Background: an optimization exercise with open tools, aiming at small area. Do not read the settings as production practice. Only simulation tests tie the RTL to the original design; equivalence was not proved.

Setup of the reference run:
==> module wb_regfile_aoi2, before the edit <==
module wb_regfile_aoi2 (
  input  logic [1:0] d,
  input  logic [1:0] s,
  output logic       y
);
  assign y = ~|(d & s);
endmodule
==> module wb_regfile_aosel, before the edit <==
module wb_regfile_aosel (
  input  logic [31:0] d,
  input  logic [31:0] s,
  output logic        y
);
  logic [10:0] z;
  for (genvar g = 0; g < 10; g++) begin : g_aoi
    wb_regfile_aoi3 u_a (.d(d[3*g +: 3]), .s(s[3*g +: 3]), .y(z[g]));
  end
  wb_regfile_aoi2 u_a2 (.d(d[31:30]), .s(s[31:30]), .y(z[10]));
  wb_regfile_comb11 u_c (.z(z), .y(y));
endmodule
==> module wb_regfile, before the edit <==
module wb_regfile (
  input  logic        clk,
  input  logic        rst,
  input  logic        RegWrite,
  input  logic        MemToReg,
  input  logic [31:0] MemAddr,
  input  logic [31:0] MemReadData,
  input  logic [4:0]  RdAddr,
  input  logic [4:0]  RsAddr,
  input  logic [4:0]  RtAddr,
  output logic [31:0] RsData,
  output logic [31:0] RtData,
  output logic [31:0] WbData,
  output logic        WbCommit,
  output logic [31:0] CommitCount,
  output logic [31:0] WrittenMask
);
  logic [31:0] regs [1:31];
  logic [31:1] we;
  logic        byp_s, byp_t;
  logic [31:1] sel_s, sel_t;
  logic [32:0] ones;
  assign WbData   = MemToReg ? MemReadData : MemAddr;
  assign WbCommit = RegWrite && (RdAddr != '0);
  assign byp_s = WbCommit && (RsAddr == RdAddr);
  assign byp_t = WbCommit && (RtAddr == RdAddr);
  for (genvar i = 1; i < 32; i++) begin : g_dec
    assign we[i]    = RegWrite && (RdAddr == i);
    assign sel_s[i] = (RsAddr == i) && WrittenMask[i] && !we[i];
    assign sel_t[i] = (RtAddr == i) && WrittenMask[i] && !we[i];
  end
  for (genvar b = 0; b < 32; b++) begin : g_rd
    logic [31:0] col;
    assign col[0] = WbData[b];
    for (genvar i = 1; i < 32; i++) begin : g_col
      assign col[i] = regs[i][b];
    end
    wb_regfile_aosel u_s (.d(col), .s({sel_s, byp_s}), .y(RsData[b]));
    wb_regfile_aosel u_t (.d(col), .s({sel_t, byp_t}), .y(RtData[b]));
  end
  for (genvar i = 1; i < 32; i++) begin : g_reg
    always_ff @(posedge clk) begin
      if (we[i]) regs[i] <= WbData;
    end
  end
  assign ones[0] = 1'b1;
  for (genvar i = 0; i < 32; i++) begin : g_cnt
    assign ones[i+1] = ones[i] & CommitCount[i];
  end
  always_ff @(posedge clk) begin
    if (rst) begin
      CommitCount <= '0;
      WrittenMask <= '0;
    end else begin
      CommitCount <= CommitCount ^ (ones[31:0] & {32{WbCommit}});
      WrittenMask <= WrittenMask | {we, 1'b0};
    end
  end
endmodule
==> flow/config.mk <==
export PLATFORM = sky130hd
export DESIGN_NAME = wb_regfile
export DESIGN_NICKNAME = wb_regfile
export VERILOG_FILES = /design/flow/design.v
export SDC_FILE = /design/flow/constraint.sdc
export NUM_CORES = 4
export LEC_CHECK = 0
export CAP_MARGIN = 20
export CORE_MARGIN = 2
export CORE_UTILIZATION = 50
export PLACE_DENSITY = 0.6
export SLEW_MARGIN = 20
export SYNTH_HIERARCHICAL = 1
export SYNTH_MINIMUM_KEEP_SIZE = 0
==> flow/constraint.sdc <==
create_clock -name core_clock -period 6.0 [get_ports {clk}]
set_input_delay 1.2000 -clock core_clock [delete_from_list [all_inputs] [get_ports {clk}]]
set_output_delay 1.2000 -clock core_clock [all_outputs]
set_load 0.01 [all_outputs]
standard.sh (not shown) runs the stock make flow with config.mk's settings and CLKGATE_MAP_FILE= SYNTH_SCRIPT=/design/flow/synth_recipe.tcl, a recipe that flattens the netlist after the stock synthesis.
==> flow/flow/run.sh <==
#!/bin/bash
# The standard layout (standard.sh), with two settings changed:
#  - ports are buffered with buf_1 instead of ORFS's default pick, a slow
#    clkdlybuf4s50 delay cell;
#  - clock tree: clkbuf_16 only, sink clusters of up to 30 flops within
#    80 um, and no dummy loads.
# ORFS writes each step's full log under orfs/logs/; make's output goes to
# standard.log.
set -euo pipefail
export BUFFER_PORTS_ARGS="-buffer_cell sky130_fd_sc_hd__buf_1"
export CTS_ARGS="-sink_clustering_enable -repair_clock_nets -dont_use_dummy_load -buf_list sky130_fd_sc_hd__clkbuf_16 -sink_clustering_size 30 -sink_clustering_max_diameter 80"
bash ./standard.sh > standard.log 2>&1
Setup changes, the reference run to the trial run
-- flow/design.v --
<<< the reference run, line 2
  input  logic [2:0] d,
  input  logic [2:0] s,
  output logic       y
);
  assign y = ~|(d & s);
endmodule
module wb_regfile_aoi2 (
  input  logic [1:0] d,
  input  logic [1:0] s,
  output logic       y
);
>>> the trial run, line 2
  input  logic [2:0] d,
  input  logic [2:0] s,
  output logic       y
);
<<< the reference run, line 20
endmodule
module wb_regfile_aosel (
  input  logic [31:0] d,
  input  logic [31:0] s,
  output logic        y
);
  logic [10:0] z;
  for (genvar g = 0; g < 10; g++) begin : g_aoi
    wb_regfile_aoi3 u_a (.d(d[3*g +: 3]), .s(s[3*g +: 3]), .y(z[g]));
  end
  wb_regfile_aoi2 u_a2 (.d(d[31:30]), .s(s[31:30]), .y(z[10]));
  wb_regfile_comb11 u_c (.z(z), .y(y));
endmodule
>>> the trial run, line 13
endmodule
module wb_regfile_aosel (
  input  logic [32:0] d,
  input  logic [32:0] s,
  output logic        y
);
  logic [10:0] z;
  for (genvar g = 0; g < 11; g++) begin : g_aoi
    wb_regfile_aoi3 u_a (.d(d[3*g +: 3]), .s(s[3*g +: 3]), .y(z[g]));
  end
  wb_regfile_comb11 u_c (.z(z), .y(y));
endmodule
<<< the reference run, line 63
  end
  for (genvar b = 0; b < 32; b++) begin : g_rd
    logic [31:0] col;
    assign col[0] = WbData[b];
    for (genvar i = 1; i < 32; i++) begin : g_col
      assign col[i] = regs[i][b];
    end
    wb_regfile_aosel u_s (.d(col), .s({sel_s, byp_s}), .y(RsData[b]));
    wb_regfile_aosel u_t (.d(col), .s({sel_t, byp_t}), .y(RtData[b]));
  end
  for (genvar i = 1; i < 32; i++) begin : g_reg
>>> the trial run, line 55
  end
  for (genvar b = 0; b < 32; b++) begin : g_rd
    logic [32:0] col;
    assign col[0] = MemAddr[b];
    assign col[1] = MemReadData[b];
    for (genvar i = 1; i < 32; i++) begin : g_col
      assign col[i+1] = regs[i][b];
    end
    wb_regfile_aosel u_s (.d(col), .s({sel_s, byp_s && MemToReg, byp_s && !MemToReg}), .y(RsData[b]));
    wb_regfile_aosel u_t (.d(col), .s({sel_t, byp_t && MemToReg, byp_t && !MemToReg}), .y(RtData[b]));
  end
  for (genvar i = 1; i < 32; i++) begin : g_reg
==> comparison <==
- The reference run -> the trial run: final count of hold timing violations delta 0, exact match
- Compared with the reference run, synthesized cell count in the trial run decreased slightly.
- Taking the reference run as the reference point, the longest individual stage delay on the worst path of the trial run rises by 510 ps.
- Global routing met1 resource utilization down 1.3 points in the trial run wrt the reference run
- Of the trial run and the reference run, it is the trial run that has the higher overall routing resource usage.
- The trial run reports a higher global routing usage on met3 than the reference run does.
- From the reference run to the trial run the numbers moved as follows: growth of design area from synthesis to finish moved up; register-to-register slack was more or less identical.
- In the floorplan summary, the trial run is listed with a die area less than that of the reference run.
- From the reference run to the trial run the numbers moved as follows: non-clock buffer count now sits higher; total length of routed wires now sits higher.

[separate check: timing with driven ports]
Ports are ideal in the flow. The routed layouts listed here were re-timed in OpenROAD. Step 1 sets driving cells, clkbuf_16 on the clock port and buf_2 on the other inputs (assumed; they add their load-dependent delay and slew). Step 2, shift: input delay + t, output delay - t, t = (earliest + latest rising clock arrival at the registers) / 2. This alone moves slack from input paths to output paths. a / b / c = no drivers / after step 1 / after step 2; a / b = the first two.
run | t, ns | slack for setup (ns) | hold slack, ns | worst setup path after step 2 | cell pins on the clock port's net
the reference run | 0.711 | 0.234 / 0.203 / 0.203 | 0.519 / 0.519 / 0.519 | input to output | 1
the trial run | 0.698 | 0.107 / 0.067 / 0.067 | 0.535 / 0.535 / 0.535 | input to output | 1
After both steps setup and hold are still met in every run listed. For the trial run, which loses most, drivers alone change the setup slack by -0.040 ns; drivers and shift together by -0.040 ns.
